Context: an optimization exercise on an open-source flow, tuned for small area. The choices shown serve that exercise and are no tape-out recipe. At most, simulation tests tie the RTL to the original design; equivalence was not proved.

## 09-20
==> flow/design.v <==
module payload_capture #(
  parameter int DATA_W     = 16,
  parameter int FIFO_DEPTH = 64,
  parameter int ADDR_W     = 6,
  parameter int MAX_LEN    = 1024
) (
  input  logic              Clk,
  input  logic              rst,
  input  logic              valid_i,
  input  logic [DATA_W-1:0] r_i,
  input  logic [DATA_W-1:0] i_i,
  input  logic              detect_i,
  input  logic [15:0]       payload_length_i,
  output logic              out_valid_o,
  input  logic              out_ready_i,
  output logic [DATA_W-1:0] out_r_o,
  output logic [DATA_W-1:0] out_i_o,
  output logic              out_last_o,
  output logic              busy_o,
  output logic              done_o,
  output logic              len_err_o,
  output logic              overflow_o
);
  localparam int ENTRY_W = 2 * DATA_W + 1;
  localparam int CNT_W   = $clog2(MAX_LEN + 1);
  logic             busy;
  logic             done;
  logic [CNT_W-1:0] remaining;
  logic             len_err;
  logic             overflow;
  logic [ADDR_W:0]  wr_ptr;
  logic             rd_wrap;
  logic             ptr_eq;
  logic             fifo_empty;
  logic             fifo_full;
  logic             push_req;
  logic             push;
  logic             pop;
  logic             len_ok;
  logic             entry_last;
  logic [ENTRY_W-1:0] mem [FIFO_DEPTH];
  logic [ENTRY_W-1:0] head;
  assign len_ok = !payload_length_i[15] && (payload_length_i != 16'd0) &&
                  (payload_length_i[14:10] == 5'd0 || payload_length_i[14:0] == 15'd1024);
  assign ptr_eq     = !rd_lo_n[wr_ptr[2:0]] && !rd_hi_n[wr_ptr[5:3]];
  assign fifo_empty = ptr_eq && (wr_ptr[ADDR_W] == rd_wrap);
  assign fifo_full  = ptr_eq && (wr_ptr[ADDR_W] != rd_wrap);
  assign push_req   = busy && valid_i;
  assign pop        = !fifo_empty && out_ready_i;
  assign push       = push_req && (!fifo_full || pop);
  assign entry_last = (remaining == CNT_W'(1));
  always_ff @(posedge Clk or negedge rst) begin
    if (!rst) begin
      busy      <= 1'b0;
      done      <= 1'b0;
      remaining <= '0;
      len_err   <= 1'b0;
      overflow  <= 1'b0;
    end else begin
      done <= busy && valid_i && entry_last;
      if (!busy && !done && detect_i) begin
        len_err  <= !len_ok;
        overflow <= 1'b0;
        if (len_ok) begin
          busy      <= 1'b1;
          remaining <= payload_length_i[CNT_W-1:0];
        end
      end else if (busy && valid_i) begin
        remaining <= remaining - CNT_W'(1);
        if (entry_last) busy <= 1'b0;
        if (fifo_full && !pop) overflow <= 1'b1;
      end
    end
  end
  always_ff @(posedge Clk or negedge rst) begin
    if (!rst) begin
      wr_ptr <= '0;
    end else if (push) begin
      wr_ptr <= wr_ptr + 1'b1;
    end
  end
  always_ff @(posedge Clk) begin
    if (push) mem[wr_ptr[ADDR_W-1:0]] <= {entry_last, r_i, i_i};
  end
  logic [7:0] rd_lo_n;
  logic [7:0] rd_hi_n;
  always_ff @(posedge Clk or negedge rst) begin
    if (!rst) begin
      rd_lo_n <= 8'hFE;
      rd_hi_n <= 8'hFE;
      rd_wrap <= 1'b0;
    end else if (pop) begin
      rd_lo_n <= {rd_lo_n[6:0], rd_lo_n[7]};
      if (!rd_lo_n[7]) begin
        rd_hi_n <= {rd_hi_n[6:0], rd_hi_n[7]};
        if (!rd_hi_n[7]) rd_wrap <= !rd_wrap;
      end
    end
  end
  logic [ENTRY_W-1:0] grp [8];
  always_comb begin
    for (int j = 0; j < 8; j++) begin
      grp[j] = '1;
      for (int i = 0; i < 8; i++) begin
        grp[j] = grp[j] & (mem[8*j+i] | {ENTRY_W{rd_lo_n[i]}});
      end
    end
    head = '1;
    for (int j = 0; j < 8; j++) begin
      head = head & (grp[j] | {ENTRY_W{rd_hi_n[j]}});
    end
  end
  assign out_valid_o = !fifo_empty;
  assign out_last_o  = head[ENTRY_W-1];
  assign out_r_o     = head[2*DATA_W-1:DATA_W];
  assign out_i_o     = head[DATA_W-1:0];
  assign busy_o     = busy;
  assign done_o     = done;
  assign len_err_o  = len_err;
  assign overflow_o = overflow;
endmodule
export LEC_CHECK = 0
export CAP_MARGIN = 20
export CORE_MARGIN = 2
export CORE_UTILIZATION = 40
export CTS_BUF_LIST = sky130_fd_sc_hd__clkbuf_16
export CTS_CLUSTER_DIAMETER = 80
export CTS_CLUSTER_SIZE = 24
export SLEW_MARGIN = 20
create_clock -name core_clock -period 8.0 [get_ports {Clk}]
standard.sh (not shown) runs the stock make flow with config.mk's settings and CLKGATE_MAP_FILE= SYNTH_SCRIPT=/design/flow/synth_recipe.tcl, a recipe that flattens the netlist after the stock synthesis.
==> flow/flow/run.sh <==
#!/bin/bash
# Standard ORFS layout with a leaner clock tree (no dummy loads), smaller
# port buffers, a denser floorplan.
# Every tool's output goes to a log here.
set -uo pipefail
export CTS_ARGS="-sink_clustering_enable -repair_clock_nets -dont_use_dummy_load -sink_clustering_size 16 -sink_clustering_max_diameter 60 -buf_list sky130_fd_sc_hd__clkbuf_8"
export BUFFER_PORTS_ARGS="-buffer_cell sky130_fd_sc_hd__buf_2"
bash standard.sh CORE_UTILIZATION=70 SLEW_MARGIN=10 CAP_MARGIN=10 finish > standard.log 2>&1
#### Input delta (09-21 over 09-20)
--- a/flow/design.v
+++ b/flow/design.v
@@ -39,5 +39,5 @@
   logic             len_ok;
   logic             entry_last;
-  logic [ENTRY_W-1:0] mem [FIFO_DEPTH];
+  logic [FIFO_DEPTH*ENTRY_W-1:0] mem;
   logic [ENTRY_W-1:0] head;
   assign len_ok = !payload_length_i[15] && (payload_length_i != 16'd0) &&
@@ -80,6 +80,21 @@
     end
   end
+  logic [ENTRY_W-1:0]    din;
+  logic                  wr_slot_free;
+  logic [FIFO_DEPTH-1:0] row_clr;
+  logic [FIFO_DEPTH-1:0] row_we;
+  assign din          = {entry_last, r_i, i_i};
+  assign wr_slot_free = !fifo_full || push;
+  always_comb begin
+    row_clr = '0;
+    row_we  = '0;
+    row_clr[wr_ptr[ADDR_W-1:0]] = wr_slot_free;
+    row_we[wr_ptr[ADDR_W-1:0]]  = push;
+  end
   always_ff @(posedge Clk) begin
-    if (push) mem[wr_ptr[ADDR_W-1:0]] <= {entry_last, r_i, i_i};
+    for (int k = 0; k < FIFO_DEPTH; k++) begin
+      mem[k*ENTRY_W +: ENTRY_W] <= (mem[k*ENTRY_W +: ENTRY_W] & {ENTRY_W{!row_clr[k]}}) |
+                                   (din & {ENTRY_W{row_we[k]}});
+    end
   end
   logic [7:0] rd_lo_n;
@@ -103,5 +118,5 @@
       grp[j] = '1;
       for (int i = 0; i < 8; i++) begin
-        grp[j] = grp[j] & (mem[8*j+i] | {ENTRY_W{rd_lo_n[i]}});
+        grp[j] = grp[j] & (mem[(8*j+i)*ENTRY_W +: ENTRY_W] | {ENTRY_W{rd_lo_n[i]}});
       end
     end
Results
From the logs: 09-21 reached the end of the flow and failed the layout checks with max-capacitance violations, max-slew violations.
09-20: all stages complete, timing, DRC and antenna checks passed
The fraction of standard cell area in multi-input logic of 09-21 exceeds that of 09-20 by 26 points.
Delay of the slowest cell on the worst path for 09-21: 0.07 ns up relative to 09-20
Going from 09-20 to 09-21, maximum frequency fell 8.1%, well tap count saw an increase.
Maximum fanout encountered on the critical timing path on 09-21 is down relative to 09-20.
Fraction of layout instances using a drive strength above 1, 09-20 and 09-21, lower one = 09-21.
Between 09-20 and 09-21, the flow reports via count of the first global-routing pass increasing by more than half.
09-21 vs 09-20 — count of routing violations after the opening detailed-route iteration climbed by more than half
A critical path endpoint of out_r_o[15] is what 09-20 shows, while out_r_o[13] belongs to 09-21.
The run showing the smaller minimum setup slack in the final design is 09-21.
Diff 09-21..09-20 | top-level I/O count | negligible
No functional check of the RTL was part of 09-21.

-- re-timing with driven ports --
The results above use ideal ports. As a check the final layouts listed here were re-extracted and re-timed, cells and wires unchanged.
Step 1 sets driving cells, clkbuf_16 on the clock port and buf_2 on the other inputs (assumed; they add their load-dependent delay and slew).
Step 2, shift: input delay + t, output delay - t, t = (earliest + latest rising clock arrival at the registers) / 2. This alone moves slack from input paths to output paths.
a / b / c = ideal ports / drivers / drivers and shift; a / b = the first two.
| run | t, ns | setup slack, ns | pins driven straight from the clock port |
|---|---|---|---|
| 09-20 | 0.955 | 1.255 / 1.178 / 2.133 | 1 |
| 09-21 | 0.983 | 0.661 / 0.584 / 1.567 | 1 |
